This is an optimization exercise on Yosys and OpenROAD, whose aim is small area, not a production implementation.
Only simulation tests tie the RTL to the original design; equivalence was not proved.
Power and IR drop assume default switching activity.

==> design/flow/run.sh <==
#!/bin/bash
# synth_recipe.tcl (not shown) runs the flow's synth.tcl, then flattens the netlist and writes it again
# the make line also repeats each setting of config.mk as NAME=value (left out here)
make -C /OpenROAD-flow-scripts/flow DESIGN_CONFIG=/design/flow/config.mk WORK_HOME=/design/flow/orfs CLKGATE_MAP_FILE= SYNTH_SCRIPT=/design/flow/synth_recipe.tcl finish
==> design/flow/config.mk <==
export PLATFORM = sky130hd
export DESIGN_NAME = subsys_main
export DESIGN_NICKNAME = subsys_main
export VERILOG_FILES = /design/flow/design.v
export SDC_FILE = /design/flow/constraint.sdc
export NUM_CORES = 4
export LEC_CHECK = 0
export CAP_MARGIN = 20
export CORE_MARGIN = 2
export CORE_UTILIZATION = 40
export SLEW_MARGIN = 20
==> design/flow/constraint.sdc <==
create_clock -name core_clock -period 5.0 [get_ports {hfclk}]
set_input_delay 1.0000 -clock core_clock [delete_from_list [all_inputs] [get_ports {hfclk}]]
set_output_delay 1.0000 -clock core_clock [all_outputs]
set_load 0.01 [all_outputs]
==> design/flow/design.v <==
package icb_pkg;
  localparam int XLEN   = 32;
  localparam int ADDR_W = 32;
  typedef logic [ADDR_W-1:0] addr_t;
  typedef logic [XLEN-1:0]   data_t;
  localparam addr_t CLINT_BASE = 32'h0200_0000;
  localparam addr_t PLIC_BASE  = 32'h0C00_0000;
  localparam addr_t GPIO_BASE  = 32'h1001_2000;
  localparam addr_t REGION_MASK = 32'hFFFF_0000;
  localparam logic [1:0] TGT_CLINT = 2'd0;
  localparam logic [1:0] TGT_PLIC  = 2'd1;
  localparam logic [1:0] TGT_GPIO  = 2'd2;
  localparam logic [1:0] TGT_NONE  = 2'd3;
endpackage
package perip_pkg;
  localparam int OFS_W = 16;
  typedef logic [OFS_W-1:0] ofs_t;
  localparam ofs_t CLINT_MSIP        = 16'h0000;
  localparam ofs_t CLINT_MTIMECMP_LO = 16'h4000;
  localparam ofs_t CLINT_MTIMECMP_HI = 16'h4004;
  localparam ofs_t CLINT_MTIME_LO    = 16'hBFF8;
  localparam ofs_t CLINT_MTIME_HI    = 16'hBFFC;
  localparam ofs_t PLIC_CLAIM   = 16'h0004;
  localparam ofs_t PLIC_PENDING = 16'h1000;
  localparam ofs_t PLIC_ENABLE  = 16'h2000;
  localparam int NUM_SRC  = 3;
  localparam int SRC_WDG  = 1;
  localparam int SRC_RTC  = 2;
  localparam int SRC_GPIO = 3;
  localparam int SRC_ID_W = $clog2(NUM_SRC + 1);
  localparam ofs_t GPIO_INPUT_VAL  = 16'h0000;
  localparam ofs_t GPIO_OUTPUT_EN  = 16'h0008;
  localparam ofs_t GPIO_OUTPUT_VAL = 16'h000C;
  localparam ofs_t GPIO_HIGH_IE    = 16'h0028;
  localparam int INSP_ADDR_W = 22;
  localparam int INSP_W      = 32;
endpackage
import icb_pkg::*;
module icb_splitter
(
  input  logic  hfclk,
  input  logic  reset,
  input  logic  icb_cmd_valid,
  output logic  icb_cmd_ready,
  input  logic [ADDR_W-1:0] icb_cmd_addr,
  input  logic  icb_cmd_read,
  input  logic [XLEN-1:0] icb_cmd_wdata,
  output logic  icb_rsp_valid,
  input  logic  icb_rsp_ready,
  output logic  icb_rsp_err,
  output logic [XLEN-1:0] icb_rsp_rdata,
  output logic [ADDR_W-1:0] bus_addr,
  output logic  bus_read,
  output logic [XLEN-1:0] bus_wdata,
  output logic  clint_cmd_valid,
  input  logic  clint_cmd_ready,
  input  logic  clint_rsp_valid,
  output logic  clint_rsp_ready,
  input  logic  clint_rsp_err,
  input  logic [XLEN-1:0] clint_rsp_data,
  output logic  plic_cmd_valid,
  input  logic  plic_cmd_ready,
  input  logic  plic_rsp_valid,
  output logic  plic_rsp_ready,
  input  logic  plic_rsp_err,
  input  logic [XLEN-1:0] plic_rsp_data,
  output logic  gpio_cmd_valid,
  input  logic  gpio_cmd_ready,
  input  logic  gpio_rsp_valid,
  output logic  gpio_rsp_ready,
  input  logic  gpio_rsp_err,
  input  logic [XLEN-1:0] gpio_rsp_data,
  output logic [ADDR_W-1:0] last_addr
);
  logic [1:0] cmd_tgt;
  logic [1:0] pend_tgt;
  logic    rsp_pend;
  logic    rsp_fire;
  logic    cmd_fire;
  logic    can_accept;
  logic    tgt_ready;
  always_comb begin
    if ((icb_cmd_addr & REGION_MASK) == (CLINT_BASE & REGION_MASK))
      cmd_tgt = TGT_CLINT;
    else if ((icb_cmd_addr & REGION_MASK) == (PLIC_BASE & REGION_MASK))
      cmd_tgt = TGT_PLIC;
    else if ((icb_cmd_addr & REGION_MASK) == (GPIO_BASE & REGION_MASK))
      cmd_tgt = TGT_GPIO;
    else
      cmd_tgt = TGT_NONE;
  end
  assign rsp_fire   = icb_rsp_valid & icb_rsp_ready;
  assign can_accept = ~rsp_pend | rsp_fire;
  always_comb begin
    case (cmd_tgt)
      TGT_CLINT: tgt_ready = clint_cmd_ready;
      TGT_PLIC:  tgt_ready = plic_cmd_ready;
      TGT_GPIO:  tgt_ready = gpio_cmd_ready;
      default:   tgt_ready = 1'b1;
    endcase
  end
  assign icb_cmd_ready = can_accept & tgt_ready;
  assign cmd_fire      = icb_cmd_valid & icb_cmd_ready;
  assign clint_cmd_valid = icb_cmd_valid & can_accept & (cmd_tgt == TGT_CLINT);
  assign plic_cmd_valid  = icb_cmd_valid & can_accept & (cmd_tgt == TGT_PLIC);
  assign gpio_cmd_valid  = icb_cmd_valid & can_accept & (cmd_tgt == TGT_GPIO);
  assign bus_addr  = icb_cmd_addr;
  assign bus_read  = icb_cmd_read;
  assign bus_wdata = icb_cmd_wdata;
  always_comb begin
    icb_rsp_valid = 1'b0;
    icb_rsp_err   = 1'b0;
    icb_rsp_rdata = '0;
    case (pend_tgt)
      TGT_CLINT: begin
        icb_rsp_valid = rsp_pend & clint_rsp_valid;
        icb_rsp_err   = clint_rsp_err;
        icb_rsp_rdata = clint_rsp_data;
      end
      TGT_PLIC: begin
        icb_rsp_valid = rsp_pend & plic_rsp_valid;
        icb_rsp_err   = plic_rsp_err;
        icb_rsp_rdata = plic_rsp_data;
      end
      TGT_GPIO: begin
        icb_rsp_valid = rsp_pend & gpio_rsp_valid;
        icb_rsp_err   = gpio_rsp_err;
        icb_rsp_rdata = gpio_rsp_data;
      end
      default: begin
        icb_rsp_valid = rsp_pend;
        icb_rsp_err   = 1'b1;
      end
    endcase
  end
  assign clint_rsp_ready = icb_rsp_ready & rsp_pend & (pend_tgt == TGT_CLINT);
  assign plic_rsp_ready  = icb_rsp_ready & rsp_pend & (pend_tgt == TGT_PLIC);
  assign gpio_rsp_ready  = icb_rsp_ready & rsp_pend & (pend_tgt == TGT_GPIO);
  always_ff @(posedge hfclk) begin
    if (reset) begin
      rsp_pend  <= 1'b0;
      pend_tgt  <= TGT_NONE;
      last_addr <= '0;
    end else if (cmd_fire) begin
      rsp_pend  <= 1'b1;
      pend_tgt  <= cmd_tgt;
      last_addr <= icb_cmd_addr;
    end else if (rsp_fire) begin
      rsp_pend  <= 1'b0;
    end
  end
endmodule
import icb_pkg::*;
import perip_pkg::*;
module clint
#(
  parameter int SYNC_STAGES = 2
) (
  input  logic hfclk,
  input  logic reset,
  input  logic tm_stop,
  input  logic rtc_toggle,
  input  logic [ADDR_W-1:0] bus_addr,
  input  logic  bus_read,
  input  logic [XLEN-1:0] bus_wdata,
  input  logic  bus_cmd_valid,
  output logic  bus_cmd_ready,
  output logic  bus_rsp_valid,
  input  logic  bus_rsp_ready,
  output logic  bus_rsp_err,
  output logic [XLEN-1:0] bus_rsp_data,
  output logic sft_irq,
  output logic tmr_irq
);
  logic [SYNC_STAGES-1:0] toggle_sync;
  logic                   toggle_q;
  logic                   tick;
  logic [63:0]            mtime;
  logic [63:0]            mtimecmp;
  logic                   msip;
  logic [OFS_W-1:0]                   ofs;
  logic                   cmd_fire;
  logic [XLEN-1:0]                  rd_data;
  logic                   rd_err;
  always_ff @(posedge hfclk) begin
    if (reset) begin
      toggle_sync <= '0;
      toggle_q    <= 1'b0;
    end else begin
      toggle_sync <= (toggle_sync << 1) | SYNC_STAGES'(rtc_toggle);
      toggle_q    <= toggle_sync[SYNC_STAGES-1];
    end
  end
  assign tick = toggle_sync[SYNC_STAGES-1] & ~toggle_q;
  assign ofs      = bus_addr[OFS_W-1:0] - CLINT_BASE[OFS_W-1:0];
  assign cmd_fire = bus_cmd_valid & bus_cmd_ready;
  always_ff @(posedge hfclk) begin
    if (reset) begin
      msip     <= 1'b0;
      mtime    <= '0;
      mtimecmp <= '1;
    end else begin
      if (tick && !tm_stop)
        mtime <= mtime + 64'd1;
      if (cmd_fire && !bus_read) begin
        case (ofs)
          CLINT_MSIP:        msip           <= bus_wdata[0];
          CLINT_MTIMECMP_LO: mtimecmp[31:0]  <= bus_wdata;
          CLINT_MTIMECMP_HI: mtimecmp[63:32] <= bus_wdata;
          CLINT_MTIME_LO:    mtime[31:0]     <= bus_wdata;
          CLINT_MTIME_HI:    mtime[63:32]    <= bus_wdata;
          default: ;
        endcase
      end
    end
  end
  always_comb begin
    rd_data = '0;
    rd_err  = 1'b0;
    case (ofs)
      CLINT_MSIP:        rd_data = XLEN'(msip);
      CLINT_MTIMECMP_LO: rd_data = mtimecmp[31:0];
      CLINT_MTIMECMP_HI: rd_data = mtimecmp[63:32];
      CLINT_MTIME_LO:    rd_data = mtime[31:0];
      CLINT_MTIME_HI:    rd_data = mtime[63:32];
      default:           rd_err  = 1'b1;
    endcase
  end
  assign sft_irq = msip;
  assign tmr_irq = mtime >= mtimecmp;
  assign bus_cmd_ready = ~bus_rsp_valid | bus_rsp_ready;
  always_ff @(posedge hfclk) begin
    if (reset)
      bus_rsp_valid <= 1'b0;
    else if (cmd_fire)
      bus_rsp_valid <= 1'b1;
    else if (bus_rsp_ready)
      bus_rsp_valid <= 1'b0;
  end
  always_ff @(posedge hfclk) begin
    if (cmd_fire) begin
      bus_rsp_data <= bus_read ? rd_data : '0;
      bus_rsp_err  <= rd_err;
    end
  end
endmodule
import icb_pkg::*;
import perip_pkg::*;
module plic
(
  input  logic hfclk,
  input  logic reset,
  input  logic wdg_irq,
  input  logic rtc_irq,
  input  logic gpio_irq,
  input  logic [ADDR_W-1:0] bus_addr,
  input  logic  bus_read,
  input  logic [XLEN-1:0] bus_wdata,
  input  logic  bus_cmd_valid,
  output logic  bus_cmd_ready,
  output logic  bus_rsp_valid,
  input  logic  bus_rsp_ready,
  output logic  bus_rsp_err,
  output logic [XLEN-1:0] bus_rsp_data,
  output logic ext_irq
);
  logic [NUM_SRC:1]    src;
  logic [NUM_SRC:1]    pending;
  logic [NUM_SRC:1]    enable;
  logic [NUM_SRC:1]    hit;
  logic [NUM_SRC:1]    claim_clr;
  logic [SRC_ID_W-1:0] claim_id;
  logic [OFS_W-1:0]                ofs;
  logic                cmd_fire;
  logic                claim_fire;
  logic [XLEN-1:0]               rd_data;
  logic                rd_err;
  assign src[SRC_WDG]  = wdg_irq;
  assign src[SRC_RTC]  = rtc_irq;
  assign src[SRC_GPIO] = gpio_irq;
  assign hit     = pending & enable;
  assign ext_irq = |hit;
  always_comb begin
    claim_id = '0;
    for (int i = NUM_SRC; i >= 1; i--) begin
      if (hit[i])
        claim_id = SRC_ID_W'(i);
    end
  end
  assign ofs        = bus_addr[OFS_W-1:0] - PLIC_BASE[OFS_W-1:0];
  assign cmd_fire   = bus_cmd_valid & bus_cmd_ready;
  assign claim_fire = cmd_fire & bus_read & (ofs == PLIC_CLAIM);
  always_comb begin
    claim_clr = '0;
    if (claim_fire && claim_id != '0)
      claim_clr[claim_id] = 1'b1;
  end
  always_ff @(posedge hfclk) begin
    if (reset) begin
      pending <= '0;
      enable  <= '0;
    end else begin
      pending <= (pending & ~claim_clr) | src;
      if (cmd_fire && !bus_read && ofs == PLIC_ENABLE)
        enable <= bus_wdata[NUM_SRC:1];
    end
  end
  always_comb begin
    rd_data = '0;
    rd_err  = 1'b0;
    case (ofs)
      PLIC_CLAIM:   rd_data = XLEN'(claim_id);
      PLIC_PENDING: rd_data = XLEN'({pending, 1'b0});
      PLIC_ENABLE:  rd_data = XLEN'({enable, 1'b0});
      default:      rd_err  = 1'b1;
    endcase
  end
  assign bus_cmd_ready = ~bus_rsp_valid | bus_rsp_ready;
  always_ff @(posedge hfclk) begin
    if (reset)
      bus_rsp_valid <= 1'b0;
    else if (cmd_fire)
      bus_rsp_valid <= 1'b1;
    else if (bus_rsp_ready)
      bus_rsp_valid <= 1'b0;
  end
  always_ff @(posedge hfclk) begin
    if (cmd_fire) begin
      bus_rsp_data <= bus_read ? rd_data : '0;
      bus_rsp_err  <= rd_err;
    end
  end
endmodule
import icb_pkg::*;
import perip_pkg::*;
module gpio
#(
  parameter int GPIO_W      = 32,
  parameter int SYNC_STAGES = 2
) (
  input  logic              hfclk,
  input  logic              reset,
  input  logic              inspect_mode,
  input  logic [GPIO_W-1:0] inspect_vec,
  input  logic [GPIO_W-1:0] pad_in,
  input  logic [ADDR_W-1:0] bus_addr,
  input  logic  bus_read,
  input  logic [XLEN-1:0] bus_wdata,
  input  logic  bus_cmd_valid,
  output logic  bus_cmd_ready,
  output logic  bus_rsp_valid,
  input  logic  bus_rsp_ready,
  output logic  bus_rsp_err,
  output logic [XLEN-1:0] bus_rsp_data,
  output logic [GPIO_W-1:0] pad_out,
  output logic [GPIO_W-1:0] pad_oe,
  output logic              gpio_irq
);
  logic [GPIO_W-1:0] sync_q [SYNC_STAGES];
  logic [GPIO_W-1:0] in_val;
  logic [GPIO_W-1:0] out_en;
  logic [GPIO_W-1:0] out_val;
  logic [GPIO_W-1:0] high_ie;
  logic [OFS_W-1:0]              ofs;
  logic              cmd_fire;
  logic [XLEN-1:0]             rd_data;
  logic              rd_err;
  always_ff @(posedge hfclk) begin
    sync_q[0] <= pad_in;
    for (int i = 1; i < SYNC_STAGES; i++) begin
      sync_q[i] <= sync_q[i-1];
    end
  end
  assign in_val   = sync_q[SYNC_STAGES-1];
  assign gpio_irq = |(in_val & high_ie);
  assign ofs      = bus_addr[OFS_W-1:0] - GPIO_BASE[OFS_W-1:0];
  assign cmd_fire = bus_cmd_valid & bus_cmd_ready;
  always_ff @(posedge hfclk) begin
    if (reset) begin
      out_en  <= '0;
      out_val <= '0;
      high_ie <= '0;
    end else if (cmd_fire && !bus_read) begin
      case (ofs)
        GPIO_OUTPUT_EN:  out_en  <= bus_wdata[GPIO_W-1:0];
        GPIO_OUTPUT_VAL: out_val <= bus_wdata[GPIO_W-1:0];
        GPIO_HIGH_IE:    high_ie <= bus_wdata[GPIO_W-1:0];
        default: ;
      endcase
    end
  end
  always_comb begin
    rd_data = '0;
    rd_err  = 1'b0;
    case (ofs)
      GPIO_INPUT_VAL:  rd_data = XLEN'(in_val);
      GPIO_OUTPUT_EN:  rd_data = XLEN'(out_en);
      GPIO_OUTPUT_VAL: rd_data = XLEN'(out_val);
      GPIO_HIGH_IE:    rd_data = XLEN'(high_ie);
      default:         rd_err  = 1'b1;
    endcase
  end
  assign pad_oe  = inspect_mode ? '1 : out_en;
  assign pad_out = inspect_mode ? inspect_vec : out_val;
  assign bus_cmd_ready = ~bus_rsp_valid | bus_rsp_ready;
  always_ff @(posedge hfclk) begin
    if (reset)
      bus_rsp_valid <= 1'b0;
    else if (cmd_fire)
      bus_rsp_valid <= 1'b1;
    else if (bus_rsp_ready)
      bus_rsp_valid <= 1'b0;
  end
  always_ff @(posedge hfclk) begin
    if (cmd_fire) begin
      bus_rsp_data <= bus_read ? rd_data : '0;
      bus_rsp_err  <= rd_err;
    end
  end
endmodule
import icb_pkg::*;
import perip_pkg::*;
module subsys_main
#(
  parameter int GPIO_W      = 32,
  parameter int SYNC_STAGES = 2
) (
  input  logic              hfclk,
  input  logic              reset,
  input  logic              inspect_mode,
  input  logic              inspect_por_rst,
  input  logic              inspect_32k_clk,
  input  logic              inspect_jtag_clk,
  input  logic              aon_wdg_irq_a,
  input  logic              aon_rtc_irq_a,
  input  logic              aon_rtc_toggle_a,
  input  logic              tm_stop,
  input  logic              icb_cmd_valid,
  output logic              icb_cmd_ready,
  input  logic [ADDR_W-1:0]             icb_cmd_addr,
  input  logic              icb_cmd_read,
  input  logic [XLEN-1:0]             icb_cmd_wdata,
  output logic              icb_rsp_valid,
  input  logic              icb_rsp_ready,
  output logic              icb_rsp_err,
  output logic [XLEN-1:0]             icb_rsp_rdata,
  input  logic [GPIO_W-1:0] gpio_a_i_ival,
  output logic [GPIO_W-1:0] gpio_a_o_oval,
  output logic [GPIO_W-1:0] gpio_a_o_oe,
  output logic              ext_irq,
  output logic              sft_irq,
  output logic              tmr_irq
);
  logic [ADDR_W-1:0] bus_addr;
  logic  bus_read;
  logic [XLEN-1:0] bus_wdata;
  logic  clint_cmd_valid, clint_cmd_ready, clint_rsp_valid, clint_rsp_ready, clint_rsp_err;
  logic  plic_cmd_valid,  plic_cmd_ready,  plic_rsp_valid,  plic_rsp_ready,  plic_rsp_err;
  logic  gpio_cmd_valid,  gpio_cmd_ready,  gpio_rsp_valid,  gpio_rsp_ready,  gpio_rsp_err;
  logic [XLEN-1:0] clint_rsp_data,  plic_rsp_data,   gpio_rsp_data;
  logic [ADDR_W-1:0]             last_addr;
  logic              gpio_irq;
  logic [INSP_W-1:0] insp_vec;
  assign insp_vec = {
    tmr_irq,
    sft_irq,
    inspect_32k_clk,
    inspect_por_rst,
    ext_irq,
    inspect_jtag_clk,
    icb_rsp_ready,
    icb_rsp_valid,
    icb_cmd_ready,
    icb_cmd_valid,
    last_addr[INSP_ADDR_W-1:0]
  };
  icb_splitter u_icb_splitter (
    .hfclk         (hfclk),
    .reset         (reset),
    .icb_cmd_valid (icb_cmd_valid),
    .icb_cmd_ready (icb_cmd_ready),
    .icb_cmd_addr  (icb_cmd_addr),
    .icb_cmd_read  (icb_cmd_read),
    .icb_cmd_wdata (icb_cmd_wdata),
    .icb_rsp_valid (icb_rsp_valid),
    .icb_rsp_ready (icb_rsp_ready),
    .icb_rsp_err   (icb_rsp_err),
    .icb_rsp_rdata (icb_rsp_rdata),
    .bus_addr        (bus_addr),
    .bus_read        (bus_read),
    .bus_wdata       (bus_wdata),
    .clint_cmd_valid (clint_cmd_valid),
    .clint_cmd_ready (clint_cmd_ready),
    .clint_rsp_valid (clint_rsp_valid),
    .clint_rsp_ready (clint_rsp_ready),
    .clint_rsp_err   (clint_rsp_err),
    .clint_rsp_data  (clint_rsp_data),
    .plic_cmd_valid (plic_cmd_valid),
    .plic_cmd_ready (plic_cmd_ready),
    .plic_rsp_valid (plic_rsp_valid),
    .plic_rsp_ready (plic_rsp_ready),
    .plic_rsp_err   (plic_rsp_err),
    .plic_rsp_data  (plic_rsp_data),
    .gpio_cmd_valid (gpio_cmd_valid),
    .gpio_cmd_ready (gpio_cmd_ready),
    .gpio_rsp_valid (gpio_rsp_valid),
    .gpio_rsp_ready (gpio_rsp_ready),
    .gpio_rsp_err   (gpio_rsp_err),
    .gpio_rsp_data  (gpio_rsp_data),
    .last_addr     (last_addr)
  );
  clint #(
    .SYNC_STAGES (SYNC_STAGES)
  ) u_clint (
    .hfclk      (hfclk),
    .reset      (reset),
    .tm_stop    (tm_stop),
    .rtc_toggle (aon_rtc_toggle_a),
    .bus_addr      (bus_addr),
    .bus_read      (bus_read),
    .bus_wdata     (bus_wdata),
    .bus_cmd_valid (clint_cmd_valid),
    .bus_cmd_ready (clint_cmd_ready),
    .bus_rsp_valid (clint_rsp_valid),
    .bus_rsp_ready (clint_rsp_ready),
    .bus_rsp_err   (clint_rsp_err),
    .bus_rsp_data  (clint_rsp_data),
    .sft_irq    (sft_irq),
    .tmr_irq    (tmr_irq)
  );
  plic u_plic (
    .hfclk    (hfclk),
    .reset    (reset),
    .wdg_irq  (aon_wdg_irq_a),
    .rtc_irq  (aon_rtc_irq_a),
    .gpio_irq (gpio_irq),
    .bus_addr      (bus_addr),
    .bus_read      (bus_read),
    .bus_wdata     (bus_wdata),
    .bus_cmd_valid (plic_cmd_valid),
    .bus_cmd_ready (plic_cmd_ready),
    .bus_rsp_valid (plic_rsp_valid),
    .bus_rsp_ready (plic_rsp_ready),
    .bus_rsp_err   (plic_rsp_err),
    .bus_rsp_data  (plic_rsp_data),
    .ext_irq  (ext_irq)
  );
  gpio #(
    .GPIO_W      (GPIO_W),
    .SYNC_STAGES (SYNC_STAGES)
  ) u_gpio_a (
    .hfclk        (hfclk),
    .reset        (reset),
    .inspect_mode (inspect_mode),
    .inspect_vec  (GPIO_W'(insp_vec)),
    .pad_in       (gpio_a_i_ival),
    .bus_addr      (bus_addr),
    .bus_read      (bus_read),
    .bus_wdata     (bus_wdata),
    .bus_cmd_valid (gpio_cmd_valid),
    .bus_cmd_ready (gpio_cmd_ready),
    .bus_rsp_valid (gpio_rsp_valid),
    .bus_rsp_ready (gpio_rsp_ready),
    .bus_rsp_err   (gpio_rsp_err),
    .bus_rsp_data  (gpio_rsp_data),
    .pad_out      (gpio_a_o_oval),
    .pad_oe       (gpio_a_o_oe),
    .gpio_irq     (gpio_irq)
  );
endmodule
==> metrics list <==
- Commonest cells in the netlist: dfxtp_1, nand2_1, nor2_1
- Seq pwr share: 0.473
* Achievable clock frequency: 209 MHz
- Max-capacitance violation count: 0
* Area grow syn2layout: 22.5%
- The cell area that synthesis handed to floorplanning was 0.0187 sq mm.
- All-layer global routing usage: 0.263
* Number of antenna violations at the first check in global routing: 0
- Of the cells placed in the final design, the portion with a size suffix greater than 1 is 0.105.
* Number of iterations in the first detailed-routing pass: 8
- Post-Syn Nets: 2239
- For the worst-skew pair, the clock arrives at the later sink with an insertion delay of 580 ps.
* Combined area of the multi-input logic cells: 0.00919 sq mm
* Final nets: 2394
- Routed wire length per instance: 22.6 um
* Synth Instances: 2060
- The first global-routing pass estimated 96600 um of wire.
- Number of fill cells: 4348
- Counting flops with a built-in enable in the synthesized netlist gives 71.
- Counting the buffers created by CTS gives 45.
* Sw power: 1.59 mW
- In this design, the stage delay of the slowest critical-path cell is 780 ps.
* Most used cell along the critical path: clkdlybuf4s50_1
* Top FF cell, synth: dfxtp_1
- Async set-or-reset flop fraction in the synthesized netlist: 0
- In this run the static leakage power is 8.59 nW.
- The internal portion of the total power is 5.41 mW.
- Cts hold-fix bufs: 0
- Setup violations remaining at the end of the flow were counted as 0.
* # Post-CTS Setup Buffers: 0
- On the critical path, the stage with the largest delay is an instance of a2111oi_0.
- For the final database, setup skew stands at 17.8 ps.
* Warnings, synthesis: 5
* Arrival time at the worst endpoint: 3790 ps
* Most frequent cell after synthesis: dfxtp_1
- Row generation in the floorplan step produced 79 rows.
- The total overflow left after global routing is 0.
- The number of gates resized after CTS was 0.
- Setup repair after global routing left no endpoint under its margin.
- Number of global-route vias before repair: 15821
- Number of buffers on the longest clock path: 3
- Kind of capture point of the worst setup path: output port
* Total buffers and inverters traversed by the critical path: 2
- The flow ran to the end and the layout has no timing, DRC or antenna violations.
- WP data required: 4000 ps
- Boundary Pins: 211
* Cell taking the most area after synthesis: dfxtp_1
* Clock Pin Slew Worst Setup and Hold Paths: 60 ps
- The worst setup path is of the in -> out kind.
* Main area contributors after synthesis: dfxtp_1, edfxtp_1, nand2_1
- Total via count after detailed routing: 16607
* Maximum number of pins on one net before global-route repair: 133
- Dividing the detail-routed via count by the number of cells gives 5.81.
- Area enclosed by the die boundary: 0.0484 sq mm
- Peak supply drop: 0.239 mV
- Floorplan core area: 0.0464 sq mm
- Chip Height: 220 um
* Final slew viol count: 0
- The routed design has 64400 um of wire.
- Of the post-synthesis cell area, the dominant cell type holds 0.350.
* Root buf cell: clkbuf_16
- Measured along the x axis, the die boundary spans 220 um.
- The signal on the critical path passes through clkdlybuf4s50_1 -> nand3_1 -> a2111oi_0 -> nand2_1 -> a31oi_1 -> mux2_2 -> clkdlybuf4s50_1.
- Power density normalized to cell area: 306 mW/mm^2
- Sw frac: 0.227
- For the pin with the worst max-slew slack, the measured transition is 1010 ps.
* Antenna Nets Post-Route: 0
* Post-route fraction of the period consumed by the critical path: 0.957
* FF/Latch Area: 0.00866 sq mm
* Max FO, Critical Path: 5
- Number of endpoints with negative hold slack in the final report: 0
* Library cells used by synthesis: 59
- In this run, synthesis produced a sequential element count of 397.
- STA classifies the critical path startpoint as a primary input.
- Min-delay worst type: reg -> reg
- The worst path in the final design needs a cycle of 4790 ps, including I/O delays and setup.
* Final core utilization: 0.494
* Hpwl dp: 45400 um
* Port bufs: 210
- In this run the number of H-tree levels came out at 2.
* Clock tree from TritonCTS: yes
- Remaining max-slew budget at the tightest pin: 0.326
- On the critical path the largest part of the delay comes from buffers and inverters.
- Part of the total power dissipated in the clock network: 0.476
- Starting Density: 0.403
* Number of diodes: 0
* Total Negative Setup Slacks: 0 ps
* Part of the total power dissipated in combinational logic: 0.051
* Clock sink count: 397
- Sequential element share of the synthesized area: 0.464
- Placer's final routability congestion estimate: 0.924
- The first routing iteration left 2060 violations.
- For this run, design rule violations remaining after detail routing come to 0.
- Post-synthesis area per instance: 9.06 sq um
[worst paths after layout]
path / start / end / slack [ps] / cells past startpoint
worst max register to register: u_icb_splitter.pend_tgt[0] / u_clint.mtimecmp[55] / 1790 / 10
worst max-delay path: icb_rsp_ready / gpio_a_o_oval[23] / 210 / 7
worst min-delay path: u_gpio_a.sync_q[0][17] / u_gpio_a.sync_q[1][17] / 330 / 0
worst min register to register: u_gpio_a.sync_q[0][17] / u_gpio_a.sync_q[1][17] / 330 / 0
[power groups by stage]
stage,registers [mW],clock network (mW),logic [mW]
after floorplan,3.37,0,0.134
after global placement,3.38,0,0.354
after detailed placement,3.38,0,0.356
after CTS,3.31,3.37,0.358
after global routing,3.31,3.51,0.377
final,3.31,3.34,0.355
[sequential cells by signal (all words and copies together), names as in the netlist]
name and count:
u_plic.bus_rsp_valid 1, u_gpio_a.out_val 32, u_icb_splitter.rsp_pend 1, u_gpio_a.sync_q 64
u_plic.enable 3, u_clint.toggle_q 1, u_icb_splitter.pend_tgt 2, u_clint.msip 1
u_gpio_a.bus_rsp_err 1, u_clint.toggle_sync 2, u_plic.pending 3, u_gpio_a.out_en 32
u_clint.bus_rsp_valid 1, u_icb_splitter.last_addr 22, u_clint.bus_rsp_err 1, u_gpio_a.bus_rsp_data 32
u_gpio_a.bus_rsp_valid 1, u_plic.bus_rsp_data 4, u_clint.mtime 64, u_plic.bus_rsp_err 1
u_clint.bus_rsp_data 32, u_clint.mtimecmp 64, u_gpio_a.high_ie 32
[routing by layer]
metal / global-route usage / vias up / part of all wire / wire length (um)
li1: - / 7724 / - / -
met1: 0.359 / 7987 / 0.43 / 27800
met2: 0.402 / 766 / 0.44 / 28600
met3: 0.0515 / 130 / 0.085 / 5450
met4: 0.113 / 0 / 0.040 / 2570
met5: 0 / - / 0 / 0
[cell families (layout without fill, tap and decap cells)]
| group | Yosys count | after routing | share of synthesized area |
|---|---|---|---|
| AO/OA/AOI/OAI | 455 | 455 | 0.175 |
| XOR/XNOR | 62 | 62 | 0.0291 |
| AND/OR/NAND/NOR | 754 | 754 | 0.185 |
| buffers and inverters | 232 | 423 | 0.0485 |
| adder cells (fa/ha/maj) | 70 | 70 | 0.0469 |
| multiplexers | 90 | 90 | 0.0525 |
| flip-flops | 397 | 397 | 0.464 |
[metrics by stage]
stage	instance area (sq um)	worst slack (ps)	power, mW	std cells	hold WS, ps
floorplan	18700	1620	3.50	2060	310
global placement	21400	310	3.73	2775	313
detailed placement	21400	267	3.74	2775	312
CTS	22900	263	7.04	2858	326
global route	22900	17.8	7.20	2858	330
finish	22900	213	7.00	2858	325
[cell type report]
type,instances,area share
tap,607,0.0332
multi-input combinational,1431,0.401
timing repair buffer,252,0.107
sequential,397,0.378
clock buffer,66,0.0584
inverter,88,0.0144
clock inverter,17,0.00711
[cell usage in the layout (no fill, tap or decap), types with 33 or more instances in the layout]
cell | Yosys | routed
dfxtp_1 | 326 | 326
nand2_1 | 264 | 264
nor2_1 | 255 | 254
clkdlybuf4s50_1 | 0 | 207
a21oi_1 | 164 | 164
inv_1 | 88 | 88
edfxtp_1 | 71 | 71
ha_1 | 70 | 70
a222oi_1 | 68 | 68
a211o_1 | 65 | 65
a211oi_1 | 64 | 64
mux2_2 | 63 | 63
nand3_1 | 46 | 46
clkbuf_16 | 0 | 46
buf_4 | 0 | 39
a22oi_1 | 38 | 38
nand4_1 | 37 | 37
or2_2 | 37 | 37
xnor2_1 | 33 | 33
[worst register-to-register path, stage by stage (launching register included)]
cell and delay (ps):
dfxtp_1 340, inv_1 90, ha_1 190, nand3_1 110, a2111oi_0 780, nand4b_1 280, buf_4 250, nor2b_4 400
buf_12 290, nor2_1 100, a211o_1 260

re-timing with driven ports:
No port has a modelled driver above. Below, the same layout with a new extraction and two added sets of constraints.
Step 1, drivers: a clkbuf_16 drives hfclk and a buf_2 each remaining input, both assumed.
Step 2 also shifts input and output timing later by t, the mid clock arrival at the registers, as if the neighbouring blocks saw the same clock.
a / b / c = ideal / step 1 / step 2; a / b = the first two.
t (ns): 0.629
slack for setup (ns): 0.213 / 0.178 / 0.178
hold slack, ns: 0.325 / 0.325 / 0.325
clock arrival spread, ns: 0.020 / 0.020
cell pins on the clock port's net: 1
After both steps this run still meets setup and hold. For this run, drivers alone change the setup slack by -0.035 ns; drivers and shift together by -0.035 ns.
